This is an optimization exercise on Yosys and OpenROAD, whose aim is small area, not a production implementation.
Function was checked by simulation only, so behaviour that the tests miss may differ from the original.
The flow treats the clock pin as an ideal source, which a real chip does not have.
Power and IR drop assume default switching activity.

## Q
Design decode, start of the top module:
module decode (
    input  logic        clk,
    input  logic        rstn,
    input  logic        inst_valid,
    input  logic [31:0] inst,
    input  logic [31:0] inst_pc,
    output logic        inst_ready,
    output logic        exec_enable,
    input  logic        exec_done,
    output logic [5:0]  exec_command,
    output logic [5:0]  alu_command,
    output logic [15:0] offset,
    output logic [31:0] pc,
    output logic [31:0] addr,
    output logic [31:0] rs,
    output logic [31:0] rt,
    output logic [4:0]  sh,
    output logic [4:0]  rd,
    output logic [4:0]  rs_no,
    output logic [4:0]  rt_no,
    output logic        fmode1,
    output logic        fmode2,
    input  logic        wb_en,
    input  logic        wb_fp,
    input  logic [4:0]  wb_rd,
    input  logic [31:0] wb_data
);
    localparam logic [1:0] S_IDLE   = 2'd0;
    localparam logic [1:0] S_DECODE = 2'd1;
    localparam logic [1:0] S_ISSUE  = 2'd2;
    localparam logic [1:0] S_WAIT   = 2'd3;
    localparam int C_R    = 0;    
  ...
export LEC_CHECK = 0
export CAP_MARGIN = 20
export CORE_MARGIN = 2
export CORE_UTILIZATION = 70
export CTS_CLUSTER_DIAMETER = 100
export CTS_CLUSTER_SIZE = 25
export PLACE_DENSITY = 0.75
export SLEW_MARGIN = 20
export SYNTH_HIERARCHICAL = 1
create_clock -name core_clock -period 10.0 [get_ports {clk}]
standard.sh (not shown) runs the stock make flow with config.mk's settings and CLKGATE_MAP_FILE= SYNTH_SCRIPT=/design/flow/synth_recipe.tcl, a recipe that flattens the netlist after the stock synthesis.
==> flow/flow/run.sh <==
#!/bin/bash
# Standard layout with these changes: the port buffers are the smallest
# buffer (sky130_fd_sc_hd__buf_1); after clock tree synthesis an area
# recovery pass (flow/downsize.tcl) moves non-clock combinational cells to
# smaller drive strengths where no slew/cap/fanout or timing limit is hit;
# the repair in global routing uses wider margins (flow/grt_margins.tcl).
set -euo pipefail
here=$(pwd)
bash standard.sh "BUFFER_PORTS_ARGS=-buffer_cell sky130_fd_sc_hd__buf_1" \
  "POST_CTS_TCL=$here/flow/downsize.tcl" \
  "PRE_GLOBAL_ROUTE_TCL=$here/flow/grt_margins.tcl" finish > standard_flow.log 2>&1
Other scripts of this flow, unchanged in this note and not shown: flow/flow/downsize.tcl, flow/flow/grt_margins.tcl
Q: flow completed, timing, DRC and antenna clean
--- input diff Q..T ---
Settings: CTS_CLUSTER_DIAMETER changed from 100 to 80.
Results
Compared with Q, in T design area held steady; clock period minus worst slack saw an increase; number of standard cells in the layout, taps in and fillers out was more or less identical. T ended with every stage complete and zero timing, DRC or antenna violations.


Starting RTL as in the previous note.
export LEC_CHECK = 0
export CAP_MARGIN = 20
export CORE_MARGIN = 2
export CORE_UTILIZATION = 70
export CTS_CLUSTER_DIAMETER = 80
export CTS_CLUSTER_SIZE = 25
export PLACE_DENSITY = 0.75
export SLEW_MARGIN = 20
export SYNTH_HIERARCHICAL = 1
create_clock -name core_clock -period 10.0 [get_ports {clk}]
==> flow/flow/downsize.tcl <==
# Area recovery: try each combinational cell (not on the clock network) in
# the next smaller drive strength of the same cell family (a buffer in any
# smaller plain buffer), and keep the
# smaller one only if no max-slew (with 20% margin), max-capacitance or
# max-fanout violation appears and the worst setup slack does not drop
# (by more than 20 ps).
set ds_bufs {sky130_fd_sc_hd__buf_1 sky130_fd_sc_hd__buf_2 sky130_fd_sc_hd__buf_4 sky130_fd_sc_hd__buf_6 sky130_fd_sc_hd__buf_8}
proc ds_cell_area {name} {
  set m [[ord::get_db] findMaster $name]
  return [expr {[$m getWidth] * [$m getHeight]}]
}
proc ds_smaller {name} {
  # Buffers may also become a smaller plain buffer of another family.
  if {[regexp {^sky130_fd_sc_hd__(buf|clkbuf|clkdlybuf4s[0-9]+|dlygate4sd[0-9]|dlymetal6s[0-9]s)_[0-9]+$} $name]} {
    set a [ds_cell_area $name]
    set out {}
    foreach b $::ds_bufs {
      set ba [ds_cell_area $b]
      if {$ba < $a} { lappend out [list $ba $b] }
    }
    return [lmap x [lsort -real -index 0 -decreasing $out] {lindex $x 1}]
  }
  if {![regexp {^(sky130_fd_sc_hd__[a-z0-9]+)_([0-9]+)$} $name -> base n]} { return {} }
  set out {}
  foreach m [get_lib_cells ${base}_*] {
    set mn [get_name $m]
    if {[regexp {_([0-9]+)$} $mn -> k] && $k < $n && ![catch {get_property $m dont_use} du] && !$du} { lappend out [list $k $mn] }
  }
  return [lmap x [lsort -integer -index 0 -decreasing $out] {lindex $x 1}]
}
proc ds_area {} {
  set a 0.0
  foreach inst [[ord::get_db_block] getInsts] {
    set m [$inst getMaster]
    if {[$m getType] eq "CORE"} { set a [expr {$a + [$m getWidth] * [$m getHeight]}] }
  }
  return [expr {$a / 1e6}]
}
set ds_before [ds_area]
set_max_transition [expr {0.8 * 1.5}] [current_design]
set ds_slew0 [sta::max_slew_violation_count]
set ds_cap0 [sta::max_capacitance_violation_count]
set ds_fan0 [sta::max_fanout_violation_count]
set ds_wns0 [expr {[sta::worst_slack_cmd max] - 20e-12}]
puts "downsize: start area $ds_before, violations slew $ds_slew0 cap $ds_cap0 fanout $ds_fan0, wns [sta::worst_slack_cmd max]"
set ds_n 0
foreach inst [[ord::get_db_block] getInsts] {
  set m [$inst getMaster]
  if {[$m getType] ne "CORE" || [$inst isDoNotTouch]} continue
  set mname [$m getName]
  if {[regexp {__(df|edf|sdf|sedf|dlx|dlr|dlclkp|sdlclkp|tap|fill|conb|diode)} $mname]} continue
  set skip 0
  foreach it [$inst getITerms] {
    set n [$it getNet]
    if {$n ne "NULL" && [$n getSigType] eq "CLOCK"} { set skip 1 }
  }
  if {$skip} continue
  set iname [$inst getName]
  set sinst [get_cells $iname]
  foreach c [ds_smaller $mname] {
    replace_cell $sinst $c
    if {[sta::max_slew_violation_count] > $ds_slew0 || [sta::max_capacitance_violation_count] > $ds_cap0 \
        || [sta::max_fanout_violation_count] > $ds_fan0 || [sta::worst_slack_cmd max] < $ds_wns0} {
      replace_cell $sinst $mname
      break
    }
    set mname $c
    incr ds_n
  }
}
set_max_transition 1.5 [current_design]
puts "downsize: $ds_n swaps, area [ds_area] (was $ds_before), wns [sta::worst_slack_cmd max]"
==> flow/flow/grt_margins.tcl <==
# Repair design in global routing with wider slew/capacitance margins than
# the earlier stages, to leave room for the difference between global-route
# estimates and the extracted parasitics of the final layout.
set ::env(CAP_MARGIN) 28
set ::env(SLEW_MARGIN) 28
Scripts as last shown in full above: flow/flow/run.sh
The starting point stopped in clock tree synthesis (4_1_cts).
==> next run, changes <==
==> flow/flow/downsize.tcl (replaced) <==
# Area recovery: try each combinational cell (not on the clock network) in
# the next smaller drive strength of the same cell family, and keep the
# smaller one only if no max-slew (with 20% margin), max-capacitance or
# max-fanout violation appears and the worst setup slack stays above 1 ns.
proc ds_smaller {name} {
  if {![regexp {^(sky130_fd_sc_hd__[a-z0-9]+)_([0-9]+)$} $name -> base n]} { return {} }
  set out {}
  foreach m [get_lib_cells ${base}_*] {
    set mn [get_name $m]
    if {[regexp {_([0-9]+)$} $mn -> k] && $k < $n && ![catch {get_property $m dont_use} du] && !$du} { lappend out [list $k $mn] }
  }
  return [lmap x [lsort -integer -index 0 -decreasing $out] {lindex $x 1}]
}
proc ds_area {} {
  set a 0.0
  foreach inst [[ord::get_db_block] getInsts] {
    set m [$inst getMaster]
    if {[$m getType] eq "CORE"} { set a [expr {$a + [$m getWidth] * [$m getHeight]}] }
  }
  return [expr {$a / 1e6}]
}
set ds_before [ds_area]
set_max_transition [expr {0.8 * 1.5}] [current_design]
set ds_slew0 [sta::max_slew_violation_count]
set ds_cap0 [sta::max_capacitance_violation_count]
set ds_fan0 [sta::max_fanout_violation_count]
puts "downsize: start area $ds_before, violations slew $ds_slew0 cap $ds_cap0 fanout $ds_fan0, wns [sta::worst_slack_cmd max]"
set ds_n 0
foreach inst [[ord::get_db_block] getInsts] {
  set m [$inst getMaster]
  if {[$m getType] ne "CORE" || [$inst isDoNotTouch]} continue
  set mname [$m getName]
  if {[regexp {df|dl|clk|tap|fill|conb|diode} $mname]} continue
  set skip 0
  foreach it [$inst getITerms] {
    set n [$it getNet]
    if {$n ne "NULL" && [$n getSigType] eq "CLOCK"} { set skip 1 }
  }
  if {$skip} continue
  set iname [$inst getName]
  set sinst [get_cells $iname]
  foreach c [ds_smaller $mname] {
    replace_cell $sinst $c
    if {[sta::max_slew_violation_count] > $ds_slew0 || [sta::max_capacitance_violation_count] > $ds_cap0 \
        || [sta::max_fanout_violation_count] > $ds_fan0 || [sta::worst_slack_cmd max] < 1.0e-9} {
      replace_cell $sinst $mname
      break
    }
    set mname $c
    incr ds_n
  }
}
set_max_transition 1.5 [current_design]
puts "downsize: $ds_n swaps, area [ds_area] (was $ds_before), wns [sta::worst_slack_cmd max]"
Effect: Now the flow finished clean; area after synthesis is unchanged; synthesized cell count does not change.
==> next run, changes <==
--- a/flow/flow/downsize.tcl
+++ b/flow/flow/downsize.tcl
@@ -3,3 +3,4 @@
 # smaller one only if no max-slew (with 20% margin), max-capacitance or
-# max-fanout violation appears and the worst setup slack stays above 1 ns.
+# max-fanout violation appears and the worst setup slack does not drop
+# (by more than 20 ps).
 proc ds_smaller {name} {
@@ -26,2 +27,3 @@
 set ds_fan0 [sta::max_fanout_violation_count]
+set ds_wns0 [expr {[sta::worst_slack_cmd max] - 20e-12}]
 puts "downsize: start area $ds_before, violations slew $ds_slew0 cap $ds_cap0 fanout $ds_fan0, wns [sta::worst_slack_cmd max]"
@@ -44,3 +46,3 @@
     if {[sta::max_slew_violation_count] > $ds_slew0 || [sta::max_capacitance_violation_count] > $ds_cap0 \
-        || [sta::max_fanout_violation_count] > $ds_fan0 || [sta::worst_slack_cmd max] < 1.0e-9} {
+        || [sta::max_fanout_violation_count] > $ds_fan0 || [sta::worst_slack_cmd max] < $ds_wns0} {
       replace_cell $sinst $mname
- PLACE_DENSITY: 0.75 -> 0.8
Core utilization grows by 0.15 points.
Worst setup slack is better by 310 ps.
Global-route usage grows by 0.21 points.
Via count grows by 1.2%.
Worst hold slack is worse by 13 ps.
Cell count is about the same.
==> next run, changes <==
--- a/flow/flow/grt_margins.tcl
+++ b/flow/flow/grt_margins.tcl
@@ -3,3 +3,3 @@
 # estimates and the extracted parasitics of the final layout.
-set ::env(CAP_MARGIN) 28
-set ::env(SLEW_MARGIN) 28
+set ::env(CAP_MARGIN) 24
+set ::env(SLEW_MARGIN) 24
- PLACE_DENSITY: 0.8 -> 0.75
- The changed run passed the timing, DRC and antenna checks
- utilization goes down by 0.30 points
- hold slack gets better by 13 ps
- routed wire length goes down by 0.86%
- combinational power goes down by about 2%
- cell count stays flat
- global-route usage goes down by 0.21 points
- count of clock-buffer cells in the layout goes up by 1

-- re-timing with driven ports --
In the flow no input, the clock included, has a driving cell. The finished layouts below were timed again as built, in two steps. Step 1, drivers: a clkbuf_16 drives clk and a buf_2 each remaining input, both assumed. Step 2 times the ports against the registers' clock, not the clock port: input delays grow and output delays shrink by t, the midpoint of the rising clock arrivals with the driver on. Slacks: ideal ports / drivers / drivers and shift; pairs: ideal ports / drivers.
run | t, ns | setup slack, ns | worst setup path at the end
Q | 0.817 | 0.439 / 0.454 / -0.363 | input to register
T | 0.829 | 0.433 / 0.488 / -0.341 | input to register
the second run of note 2 | 0.831 | 0.307 / 0.323 / -0.507 | input to register
the third run of note 2 | 0.826 | 0.619 / 0.682 / -0.144 | input to register
the fourth run of note 2 | 0.828 | 0.374 / 0.406 / -0.422 | input to register
With both steps, setup timing fails in every run listed, where it was met with ideal ports. For the second run of note 2, which loses most, drivers alone change the setup slack by +0.016 ns; drivers and shift together by -0.814 ns.
